What follows belongs to an exercise in optimizing a design on an open flow for small area, a short achievable clock period and few clock cycles; a production flow would make more cautious choices. The RTL was checked by simulation tests, not by an equivalence proof against the original design. Power is estimated from default activity; no workload was simulated.

Setup of quartz:
// redmule_streamer
module redmule_streamer (
  input  logic                   clk_i,
  input  logic                   rst_n_i,
  input  logic                   x_start_i,
  input  streamer_pkg::ch_cfg_t  x_cfg_i,
  output logic                   x_valid_o,
  input  logic                   x_ready_i,
  output streamer_pkg::data_t    x_data_o,
  output logic                   x_done_o,
  input  logic                   w_start_i,
  input  streamer_pkg::ch_cfg_t  w_cfg_i,
  output logic                   w_valid_o,
  input  logic                   w_ready_i,
  output streamer_pkg::data_t    w_data_o,
  output logic                   w_done_o,
  input  logic                   y_start_i,
  input  streamer_pkg::ch_cfg_t  y_cfg_i,
  output logic                   y_valid_o,
  input  logic                   y_ready_i,
  output streamer_pkg::data_t    y_data_o,
  output logic                   y_done_o,
  input  logic                   z_start_i,
  input  streamer_pkg::ch_cfg_t  z_cfg_i,
  ...
export LEC_CHECK = 0
export ABC_AREA = 1
export CAP_MARGIN = 5
export CORE_MARGIN = 2
export CORE_UTILIZATION = 60
export CTS_BUF_LIST = sky130_fd_sc_hd__clkbuf_8
export CTS_CLUSTER_DIAMETER = 60
export CTS_CLUSTER_SIZE = 14
export PLACE_DENSITY = 0.72
export SETUP_SLACK_MARGIN = 3.15
export SLEW_MARGIN = 5
create_clock -name core_clock -period 5.5 [get_ports {clk_i}]
standard.sh (not shown) runs the stock make flow with config.mk's settings and CLKGATE_MAP_FILE= SYNTH_SCRIPT=/design/flow/synth_recipe.tcl, a recipe that flattens the netlist after the stock synthesis.
==> flow/flow/run.sh <==
#!/bin/bash
# The standard layout, with the smallest buffer on every input and output port.
set -euo pipefail
cd "$(dirname "$0")/.."
export BUFFER_PORTS_ARGS="-buffer_cell sky130_fd_sc_hd__buf_1"
bash standard.sh > standard.log 2>&1
Testbench counts of quartz, summed over its fixed seeds: cycles 11,314.
Modified inputs, lagoon compared to quartz
--- a/flow/config.mk
+++ b/flow/config.mk
@@ -8,3 +8,3 @@
 export ABC_AREA = 1
-export CAP_MARGIN = 5
+export CAP_MARGIN = 20
 export CORE_MARGIN = 2
@@ -15,3 +15,3 @@
 export PLACE_DENSITY = 0.72
-export SETUP_SLACK_MARGIN = 3.15
-export SLEW_MARGIN = 5
+export SETUP_SLACK_MARGIN = 3.0
+export SLEW_MARGIN = 20
### Flow results
After detailed routing, quartz needs more wire than lagoon.
met2 track demand over resource in global routing down 0.61 points in lagoon wrt quartz
Final estimated routing congestion in global placement (lagoon vs. quartz) decreases slightly
For lagoon, the startpoint of the most critical setup path was i_arbiter.addr_q[11], unlike quartz, where it was i_w_source.data_q[13].
In lagoon, non-clock buffer contribution to total cell area is lower than in quartz.
Going from quartz to lagoon, final design instance area without fill lost 1.1%, net switching power figure dropped 0.014 mW, placed standard-cell area did not really move.
A capture point of the critical path of mem_req_data_o[44] is what lagoon shows, while w_data_o[13] belongs to quartz.
Going from quartz to lagoon, wire length on met1 shrank slightly.
Changes in xenon relative to lagoon:
--- a/flow/config.mk
+++ b/flow/config.mk
@@ -7,3 +7,2 @@
 export LEC_CHECK = 0
-export ABC_AREA = 1
 export CAP_MARGIN = 20
@@ -11,7 +10,6 @@
 export CORE_UTILIZATION = 60
-export CTS_BUF_LIST = sky130_fd_sc_hd__clkbuf_8
-export CTS_CLUSTER_DIAMETER = 60
-export CTS_CLUSTER_SIZE = 14
+export CTS_CLUSTER_DIAMETER = 100
+export CTS_CLUSTER_SIZE = 20
 export PLACE_DENSITY = 0.72
-export SETUP_SLACK_MARGIN = 3.0
+export SETUP_SLACK_MARGIN = 2.8
 export SLEW_MARGIN = 20
Findings:
xenon finished end to end and its layout was clean on timing, DRC and antenna.
Going from lagoon to xenon, number of buffers and inverters on the critical path shrinks by 1.
xenon vs lagoon, sum of met2 wire segment lengths after detailed routing went down by 9.8%.
Comparing lagoon and xenon, endpoint arrival time on the critical path is lower on lagoon.
Measured against each other, lagoon and xenon differ in final critical delay including setup and external delays, the higher figure coming from xenon.
Taking lagoon as the reference point, the combinational power of xenon falls by about 11%.
For tundra, these inputs were changed with respect to xenon:
--- a/flow/config.mk
+++ b/flow/config.mk
@@ -7,9 +7,11 @@
 export LEC_CHECK = 0
+export ABC_AREA = 1
 export CAP_MARGIN = 20
 export CORE_MARGIN = 2
-export CORE_UTILIZATION = 60
-export CTS_CLUSTER_DIAMETER = 100
-export CTS_CLUSTER_SIZE = 20
-export PLACE_DENSITY = 0.72
-export SETUP_SLACK_MARGIN = 2.8
+export CORE_UTILIZATION = 55
+export CTS_BUF_LIST = sky130_fd_sc_hd__clkbuf_8
+export CTS_CLUSTER_DIAMETER = 50
+export CTS_CLUSTER_SIZE = 12
+export PLACE_DENSITY = 0.68
+export SETUP_SLACK_MARGIN = 3.15
 export SLEW_MARGIN = 20
--- outcome ---
Overall power of the completed layout: tundra and xenon compared, lower one is xenon
Final worst clock skew, tundra and xenon: larger value in tundra
tundra and xenon ended up with nearly the same count of max-cap constraint violations.
Taking xenon as the reference point, the final critical-path share of the clock period of tundra falls by 8.0 points.
Final area for tundra: about 5.6% up relative to xenon
In tundra, the sequential share of cell area came out 2.9 points below the value in xenon.
Input-level comparison between zinc and tundra:
--- a/flow/config.mk
+++ b/flow/config.mk
@@ -10,8 +10,8 @@
 export CORE_MARGIN = 2
-export CORE_UTILIZATION = 55
+export CORE_UTILIZATION = 70
 export CTS_BUF_LIST = sky130_fd_sc_hd__clkbuf_8
-export CTS_CLUSTER_DIAMETER = 50
-export CTS_CLUSTER_SIZE = 12
-export PLACE_DENSITY = 0.68
-export SETUP_SLACK_MARGIN = 3.15
+export CTS_CLUSTER_DIAMETER = 60
+export CTS_CLUSTER_SIZE = 14
+export PLACE_DENSITY = 0.8
+export SETUP_SLACK_MARGIN = 3.0
 export SLEW_MARGIN = 20
Notes after the runs:
For zinc and tundra, there was not a single run that failed to finish clean.
Clock-buffer cell count, zinc vs tundra: down by more than 10%
Between zinc and tundra, it is zinc whose highest ir drop seen on vdd is higher, by about 14%.
Taking tundra as the reference, in zinc half-perimeter wire length after detailed placement down about 5%, total routing resource utilization after global routing up 5.2 points, final setup skew down 0.0064 ns, standard cell core area down 22%, clock network power share down 2.3 points.
Compared to tundra, the routing of zinc uses less wire.
Looking at fraction of final layout cells with drive strength greater than 1, zinc sits 4.6 points below tundra.

[re-timing with driven ports]
No port has a modelled driver above. Below, the same layouts with a new extraction and two added sets of constraints. Step 1 sets driving cells, clkbuf_16 on the clock port and buf_2 on the other inputs (assumed; they add their load-dependent delay and slew). Step 2 also shifts input and output timing later by t, the mid clock arrival at the registers, as if the neighbouring blocks saw the same clock. a / b / c = no drivers / after step 1 / after step 2; a / b = the first two.
run	shift t [ns]	setup slack, ns	worst slew at a driven data input, ns	pins driven straight from the clock port
quartz	0.705	3.135 / 3.082 / 2.496	0.19	1
lagoon	0.714	3.060 / 3.005 / 2.398	0.15	1
xenon	0.607	2.718 / 2.718 / 2.223	0.13	1
tundra	0.728	3.159 / 3.103 / 2.512	0.12	1
zinc	0.647	3.046 / 3.002 / 2.427	0.10	1
After both steps every run listed still meets setup and hold. For lagoon, which loses most, drivers alone change the setup slack by -0.055 ns; drivers and shift together by -0.662 ns.
